Background: an optimization exercise with open tools, aiming at small area and a short achievable clock period. Do not read the settings as production practice.
In this exercise RTL edits were held to simulation tests only and were not proved equivalent to the original.
No activity file was given, so power comes from the tool's default toggle rates.

==> trial 91 <==
==> flow/design.v (excerpt) <==
module eth_stream_top (
	input logic clk_125,
	input logic rst_crc,
	input logic spi_sclk,
	input logic spi_mosi,
	input logic spi_cs_n,
	input logic [31:0] ch0_data,
	input logic ch0_wr,
	input logic [31:0] ch1_data,
	input logic ch1_wr,
	input logic [15:0] numb_inter,
	input logic time_clr,
	input logic tx_rdy,
	output logic [31:0] tx_data,
	output logic tx_sop,
	output logic tx_eop,
	output logic tx_wren
);
make LEC_CHECK=0 CAP_MARGIN=20 CORE_MARGIN=2 CORE_UTILIZATION=55 CTS_CLUSTER_DIAMETER=80 CTS_CLUSTER_SIZE=30 PLACE_DENSITY=0.68 SETUP_SLACK_MARGIN=4.5 SLEW_MARGIN=20 finish   # period 8.0 ns
run.sh (not shown) runs the stock make flow with config.mk's settings and CLKGATE_MAP_FILE= SYNTH_SCRIPT=/design/flow/synth_recipe.tcl, a recipe that flattens the netlist after the stock synthesis.
==> trial 67 (differences from trial 91) <==
--- a/flow/design.v
+++ b/flow/design.v
@@ -167,48 +167,29 @@
 endmodule
 module channel_fifo (
 	input logic clk_125,
 	input logic rst_crc,
 	input logic flush,
 	input logic wr,
+	input logic [31:0] din,
 	input logic rd,  
 	input logic [3:0] wc,  
-	input logic [9:0] new_oh,  
-	output logic wr_ok,
-	output logic [9:0] wr_oh,  
-	output logic alloc,  
-	output logic [3:0] head_blk,  
+	output logic [31:0] dout,
 	output logic rdy  
 );
+	logic [31:0] mem [64];
 	logic [5:0] wr_ptr;
 	logic [1:0] rd_blk;
 	logic [6:0] fill;
-	logic [3:0] sec_blk [4];
-	logic [9:0] cur_oh;
-	logic [3:0] new_id;
-	logic start;
-	assign start = wr_ptr[3:0] == 4'd0;
+	logic wr_ok;
 	assign wr_ok = wr && !flush && !fill[6];  
-	assign alloc = wr_ok && start;
-	assign wr_oh = start ? new_oh : cur_oh;
-	assign head_blk = sec_blk[rd_blk];
 	assign rdy = |fill[6:4];
-	always_comb
-	begin
-		new_id = '0;
-		for (int b = 0; b < 10; b++)
-			if (new_oh[b])
-				new_id = new_id | 4'(b);
-	end
 	always_ff @(posedge clk_125)
 	begin
-		if (alloc)
-		begin
-			sec_blk[wr_ptr[5:4]] <= new_id;
-			cur_oh <= new_oh;
-		end
+		if (wr_ok)
+			mem[wr_ptr] <= din;
 	end
 	always_ff @(posedge clk_125)
 	begin
 		if (rst_crc || flush)
 		begin
 			wr_ptr <= '0;
@@ -225,137 +206,30 @@
 				2'b10: fill <= fill + 1'b1;
 				2'b01: fill <= fill - 1'b1;
 				default: ;
 			endcase
 		end
 	end
-endmodule
-module block_pool (
-	input logic clk_125,
-	input logic rst_crc,
-	input logic flush,  
-	input logic wr_ok0,
-	input logic [9:0] wr_oh0,
-	input logic alloc0,
-	input logic [31:0] din0,
-	input logic wr_ok1,
-	input logic [9:0] wr_oh1,
-	input logic alloc1,
-	input logic [31:0] din1,
-	output logic [9:0] new_oh0,
-	output logic [9:0] new_oh1,
-	input logic take_blk,  
-	input logic [3:0] take_id,
-	input logic commit,  
-	input logic [3:0] burst_id,
-	input logic rd_shift,  
-	input logic free_blk,  
-	input logic [9:0] rd_oh,
-	output logic [31:0] rd_word  
-);
-	localparam logic [1:0] B_FREE = 2'd0;
-	localparam logic [1:0] B_FIFO = 2'd1;
-	localparam logic [1:0] B_BURST = 2'd2;
-	localparam logic [1:0] B_SLOT = 2'd3;
-	logic [31:0] blk [10][16];
-	logic [1:0] st [10];
-	logic [1:0] st_n [10];
-	logic [9:0] free_n;
-	logic [9:0] en;
-	logic [9:0] wq0;
-	logic [9:0] wq1;
-	logic [31:0] dq0;
-	logic [31:0] dq1;
-	logic [9:0] hit;
-	logic [9:0] low_seen;
-	logic [9:0] high_seen;
-	always_ff @(posedge clk_125)
-	begin
-		wq0 <= wr_ok0 ? wr_oh0 : '0;
-		wq1 <= wr_ok1 ? wr_oh1 : '0;
-		dq0 <= din0;
-		dq1 <= din1;
-	end
-	always_comb
-	begin
-		for (int b = 0; b < 10; b++)
-			en[b] = wq0[b] || wq1[b] || (rd_shift && rd_oh[b]);
-	end
-	always_ff @(posedge clk_125)
-	begin
-		for (int b = 0; b < 10; b++)
-			if (en[b])
-			begin
-				for (int i = 0; i < 15; i++)
-					blk[b][i] <= blk[b][i + 1];
-				blk[b][15] <= wq1[b] ? dq1 : dq0;
-			end
-	end
-	always_comb
-	begin
-		for (int b = 0; b < 10; b++)
-		begin
-			st_n[b] = st[b];
-			if (rst_crc)
-				st_n[b] = B_FREE;
-			else if ((alloc0 && new_oh0[b]) || (alloc1 && new_oh1[b]))
-				st_n[b] = B_FIFO;
-			else if (take_blk && take_id == 4'(b))
-				st_n[b] = B_BURST;
-			else if (flush && (st[b] == B_FIFO || st[b] == B_BURST))
-				st_n[b] = B_FREE;
-			else if (commit && burst_id == 4'(b))
-				st_n[b] = B_SLOT;
-			else if (free_blk && rd_oh[b])
-				st_n[b] = B_FREE;
-			hit[b] = (alloc0 && new_oh0[b]) || (alloc1 && new_oh1[b]);
-			free_n[b] = rst_crc || (!hit[b] && ((st[b] == B_FREE)
-				|| (flush && (st[b] == B_FIFO || st[b] == B_BURST))
-				|| (free_blk && rd_oh[b])));
-		end
-		low_seen[0] = 1'b0;
-		for (int b = 1; b < 10; b++)
-			low_seen[b] = low_seen[b - 1] || free_n[b - 1];
-		high_seen[9] = 1'b0;
-		for (int b = 8; b >= 0; b--)
-			high_seen[b] = high_seen[b + 1] || free_n[b + 1];
-	end
-	always_ff @(posedge clk_125)
-	begin
-		for (int b = 0; b < 10; b++)
-			st[b] <= st_n[b];
-		new_oh0 <= free_n & ~low_seen;
-		new_oh1 <= free_n & ~high_seen;
-	end
-	always_comb
-	begin
-		rd_word = '0;
-		for (int b = 0; b < 10; b++)
-			rd_word = rd_word | (blk[b][0] & {32{rd_oh[b]}});
-	end
+	assign dout = mem[{rd_blk, wc}];
 endmodule
 module block_assembler (
 	input logic clk_125,
 	input logic rst_crc,
 	input logic stream_off,
 	input logic time_clr,
 	input logic rdy0,
 	input logic rdy1,
 	input logic frame_done,
-	input logic [3:0] head0,  
-	input logic [3:0] head1,
 	output logic can_start,
 	output logic pick,  
 	output logic [15:0] pkt_cnt,
 	output logic reading,
 	output logic sel,  
 	output logic [3:0] word_cnt,
 	output logic wr_slot,
-	output logic desc_valid,
-	output logic [3:0] burst_id,  
-	output logic commit  
+	output logic desc_valid
 );
 	localparam logic [1:0] S_IDLE = 2'd0;
 	localparam logic [1:0] S_READ = 2'd1;
 	localparam logic [1:0] S_DONE = 2'd2;
 	logic [1:0] state;
 	logic [9:0] wait_cnt;
@@ -366,18 +240,12 @@
 	assign restart = time_clr || stream_off;
 	assign go = wait_cnt == 10'd1000;
 	assign pick = (rdy0 && rdy1) ? prefer : rdy1;
 	assign can_start = (state == S_IDLE) && go && !restart && !desc_valid
 		&& (slots_used < 2'd2) && (rdy0 || rdy1);
 	assign reading = state == S_READ;
-	assign commit = (state == S_DONE) && !stream_off;
-	always_ff @(posedge clk_125)
-	begin
-		if (can_start)
-			burst_id <= pick ? head1 : head0;
-	end
 	always_ff @(posedge clk_125)
 	begin
 		if (rst_crc || restart)
 			wait_cnt <= '0;
 		else if (!go)
 			wait_cnt <= wait_cnt + 1'b1;
@@ -459,37 +327,36 @@
 	input logic [47:0] mac_my,
 	input logic [47:0] mac_dest,
 	input logic can_start,
 	input logic pick,
 	input logic [31:0] stamp_in,
 	input logic wr_slot,
+	input logic wr_en,
+	input logic [31:0] wr_data,
 	input logic desc_valid,
-	input logic [3:0] burst_id,
-	output logic [9:0] rd_oh,  
-	output logic rd_shift,
-	input logic [31:0] rd_word,
 	input logic tx_rdy,
 	output logic [31:0] tx_data,
 	output logic tx_sop,
 	output logic tx_eop,
 	output logic tx_wren,
 	output logic frame_done
 );
+	logic [31:0] sr0 [16];
+	logic [31:0] sr1 [16];
 	logic [31:0] stamp0;
 	logic [31:0] stamp1;
 	logic chan0;
 	logic chan1;
 	logic q_valid;
-	logic [9:0] q_oh;
-	logic [9:0] cur_oh;
 	logic busy;
 	logic [4:0] beat;
 	logic cur;  
 	logic take;
 	logic accept;
 	logic last_beat;
+	logic pay_shift;
 	logic [15:0] h_mac_dest_lo;
 	logic [47:0] h_mac_my;
 	logic [31:0] h_ip_my;
 	logic [31:0] h_ip_dest;
 	logic [15:0] h_port_my;
 	logic [15:0] h_port_dest_p1;
@@ -500,14 +367,28 @@
 	logic sop_q;
 	logic eop_q;
 	assign take = !busy && q_valid;
 	assign accept = busy && tx_rdy;
 	assign last_beat = beat == 5'd24;
 	assign frame_done = accept && last_beat;
-	assign rd_shift = accept && (beat >= 5'd7) && (beat <= 5'd22);
-	assign rd_oh = cur_oh;
+	assign pay_shift = accept && (beat >= 5'd8) && (beat <= 5'd22);
+	always_ff @(posedge clk_125)
+	begin
+		if ((wr_en && !wr_slot) || (pay_shift && !cur))
+		begin
+			for (int i = 0; i < 15; i++)
+				sr0[i] <= sr0[i + 1];
+			sr0[15] <= wr_data;
+		end
+		if ((wr_en && wr_slot) || (pay_shift && cur))
+		begin
+			for (int i = 0; i < 15; i++)
+				sr1[i] <= sr1[i + 1];
+			sr1[15] <= wr_data;
+		end
+	end
 	always_ff @(posedge clk_125)
 	begin
 		if (can_start && !wr_slot)
 		begin
 			stamp0 <= stamp_in;
 			chan0 <= pick;
@@ -529,20 +410,12 @@
 			if (desc_valid)
 				q_valid <= 1'b1;
 		end
 	end
 	always_ff @(posedge clk_125)
 	begin
-		if (desc_valid)
-			for (int b = 0; b < 10; b++)
-				q_oh[b] <= burst_id == 4'(b);
-		if (take)
-			cur_oh <= q_oh;
-	end
-	always_ff @(posedge clk_125)
-	begin
 		if (rst_crc)
 		begin
 			busy <= 1'b0;
 			beat <= '0;
 			cur <= 1'b0;
 			sop_q <= 1'b0;
@@ -594,14 +467,15 @@
 			5'd1: next_word = h_mac_my[31:0];
 			5'd2: next_word = h_ip_my;
 			5'd3: next_word = h_ip_dest;
 			5'd4: next_word = {h_port_my, h_port_dest_p1};
 			5'd5: next_word = cur ? stamp1 : stamp0;
 			5'd6: next_word = {15'd0, cur ? chan1 : chan0, 16'd64};
+			5'd7: next_word = cur ? sr1[0] : sr0[0];
 			5'd23: next_word = sum;
-			default: next_word = rd_word;
+			default: next_word = cur ? sr1[1] : sr0[1];
 		endcase
 	end
 	always_ff @(posedge clk_125)
 	begin
 		if (take)
 			txd <= mac_dest[47:16];
@@ -635,78 +509,54 @@
 	logic [31:0] ip_my;
 	logic [31:0] ip_dest;
 	logic [15:0] port_my;
 	logic [15:0] port_dest_p1;
 	logic [47:0] mac_my;
 	logic [47:0] mac_dest;
+	logic [31:0] data0;
+	logic [31:0] data1;
 	logic rdy0;
 	logic rdy1;
-	logic wr_ok0;
-	logic wr_ok1;
-	logic [9:0] wr_oh0;
-	logic [9:0] wr_oh1;
-	logic alloc0;
-	logic alloc1;
-	logic [9:0] new_oh0;
-	logic [9:0] new_oh1;
-	logic [3:0] head0;
-	logic [3:0] head1;
 	logic can_start;
 	logic pick;
 	logic [15:0] pkt_cnt;
 	logic reading;
 	logic sel;
 	logic [3:0] word_cnt;
 	logic wr_slot;
 	logic desc_valid;
-	logic [3:0] burst_id;
-	logic commit;
 	logic frame_done;
-	logic [9:0] rd_oh;
-	logic rd_shift;
-	logic [31:0] rd_word;
 	spi_config_regs u_spi (
 		.clk_125(clk_125), .rst_crc(rst_crc),
 		.spi_sclk(spi_sclk), .spi_mosi(spi_mosi), .spi_cs_n(spi_cs_n),
 		.stream_off(stream_off), .ip_my(ip_my), .ip_dest(ip_dest),
 		.port_my(port_my), .port_dest_p1(port_dest_p1),
 		.mac_my(mac_my), .mac_dest(mac_dest)
 	);
 	channel_fifo u_fifo0 (
 		.clk_125(clk_125), .rst_crc(rst_crc), .flush(stream_off),
-		.wr(ch0_wr), .rd(reading && !sel), .wc(word_cnt), .new_oh(new_oh0),
-		.wr_ok(wr_ok0), .wr_oh(wr_oh0), .alloc(alloc0), .head_blk(head0), .rdy(rdy0)
+		.wr(ch0_wr), .din(ch0_data), .rd(reading && !sel), .wc(word_cnt),
+		.dout(data0), .rdy(rdy0)
 	);
 	channel_fifo u_fifo1 (
 		.clk_125(clk_125), .rst_crc(rst_crc), .flush(stream_off),
-		.wr(ch1_wr), .rd(reading && sel), .wc(word_cnt), .new_oh(new_oh1),
-		.wr_ok(wr_ok1), .wr_oh(wr_oh1), .alloc(alloc1), .head_blk(head1), .rdy(rdy1)
-	);
-	block_pool u_pool (
-		.clk_125(clk_125), .rst_crc(rst_crc), .flush(stream_off),
-		.wr_ok0(wr_ok0), .wr_oh0(wr_oh0), .alloc0(alloc0), .din0(ch0_data),
-		.wr_ok1(wr_ok1), .wr_oh1(wr_oh1), .alloc1(alloc1), .din1(ch1_data),
-		.new_oh0(new_oh0), .new_oh1(new_oh1),
-		.take_blk(can_start), .take_id(pick ? head1 : head0),
-		.commit(commit), .burst_id(burst_id),
-		.rd_shift(rd_shift), .free_blk(frame_done), .rd_oh(rd_oh), .rd_word(rd_word)
+		.wr(ch1_wr), .din(ch1_data), .rd(reading && sel), .wc(word_cnt),
+		.dout(data1), .rdy(rdy1)
 	);
 	block_assembler u_asm (
 		.clk_125(clk_125), .rst_crc(rst_crc), .stream_off(stream_off),
 		.time_clr(time_clr), .rdy0(rdy0), .rdy1(rdy1), .frame_done(frame_done),
-		.head0(head0), .head1(head1),
 		.can_start(can_start), .pick(pick), .pkt_cnt(pkt_cnt),
 		.reading(reading), .sel(sel), .word_cnt(word_cnt),
-		.wr_slot(wr_slot), .desc_valid(desc_valid),
-		.burst_id(burst_id), .commit(commit)
+		.wr_slot(wr_slot), .desc_valid(desc_valid)
 	);
 	stream_framer u_framer (
 		.clk_125(clk_125), .rst_crc(rst_crc),
 		.ip_my(ip_my), .ip_dest(ip_dest), .port_my(port_my),
 		.port_dest_p1(port_dest_p1), .mac_my(mac_my), .mac_dest(mac_dest),
 		.can_start(can_start), .pick(pick), .stamp_in({numb_inter, pkt_cnt}),
-		.wr_slot(wr_slot), .desc_valid(desc_valid), .burst_id(burst_id),
-		.rd_oh(rd_oh), .rd_shift(rd_shift), .rd_word(rd_word),
+		.wr_slot(wr_slot), .wr_en(reading), .wr_data(sel ? data1 : data0),
+		.desc_valid(desc_valid),
 		.tx_rdy(tx_rdy), .tx_data(tx_data), .tx_sop(tx_sop), .tx_eop(tx_eop),
 		.tx_wren(tx_wren), .frame_done(frame_done)
 	);
 endmodule
Settings changed: CORE_UTILIZATION 55 to 40, CTS_CLUSTER_DIAMETER 80 to unset, CTS_CLUSTER_SIZE 30 to unset, PLACE_DENSITY 0.68 to unset, SETUP_SLACK_MARGIN 4.5 to unset.
==> comparison <==
Against trial 67, the synthesized cell count of trial 91 is smaller by 9.2%.
Against trial 91, the via count of trial 67 is larger by about 30%.
In global-route usage, trial 91 and trial 67 hardly differ.
In trial 91 the setup slack is better than in trial 67, by 1.3 ns.
First-iteration DRC count: trial 91 is smaller than trial 67 (31%).
Between trial 91 and trial 67, the lower clock-buffer cell count is in trial 91 (gap 388).
In trial 67 the non-clock buffer count is higher than in trial 91, by 106.
==> figures <==
quantity	trial 91	trial 67
Run status	complete, no violations	complete, no violations
Compound-Gate Fraction of Synth Area	0.02837	0.01607
WL final	331,800 um	506,400 um
Number of well taps	4,599	7,020
GR Util met1	0.2740	0.2771
Source-to-sink clock delay at the later pin of the worst-skew pair	0.97 ns	1.10 ns
Unrepaired setup endpoints after global routing	yes	no
Leakage dissipation	63.34 nW	72.80 nW
Combined flip-flop and latch cell area	0.1752 sq mm	0.1704 sq mm
DIE WIDTH	595.1 um	734.8 um
Slack of the worst reg-to-reg path	4.54 ns	3.40 ns
Length in cells of the worst reg-to-reg path	4	6
Sequential portion of the cell area	0.8459	0.6975
Detail-routed via count per cell	5.557	5.641
Total Die Area	0.3542 sq mm	0.5399 sq mm

-- port drivers added, routing unchanged --
How much do the figures lean on ideal ports? The routed layouts below were timed once more, with nothing changed but the port constraints. Step 1 (the two cells are an assumption about what drives the block):
set clk [get_ports {clk_125}]
set_driving_cell -lib_cell sky130_fd_sc_hd__clkbuf_16 $clk
set_driving_cell -lib_cell sky130_fd_sc_hd__buf_2 [delete_from_list [all_inputs] $clk]
Step 2, shift: input delay + t, output delay - t, t = (earliest + latest rising clock arrival at the registers) / 2. This alone moves slack from input paths to output paths. Three values: ideal, step 1, step 2; two values: the first two.
run | t, ns | slack for setup (ns) | worst register clock-pin slew, ns | worst slew at a driven data input, ns | cell pins on the clock port's net
trial 91 | 1.046 | 4.425 / 4.389 / 3.690 | 0.12 / 0.12 | 0.07 | 1
trial 67 | 1.165 | 3.091 / 3.181 / 2.017 | 0.08 / 0.08 | 0.12 | 1
After both steps every run listed still meets setup and hold. The setup slack of trial 67, which loses most, moves by +0.090 ns with the drivers and by -1.074 ns with both steps.
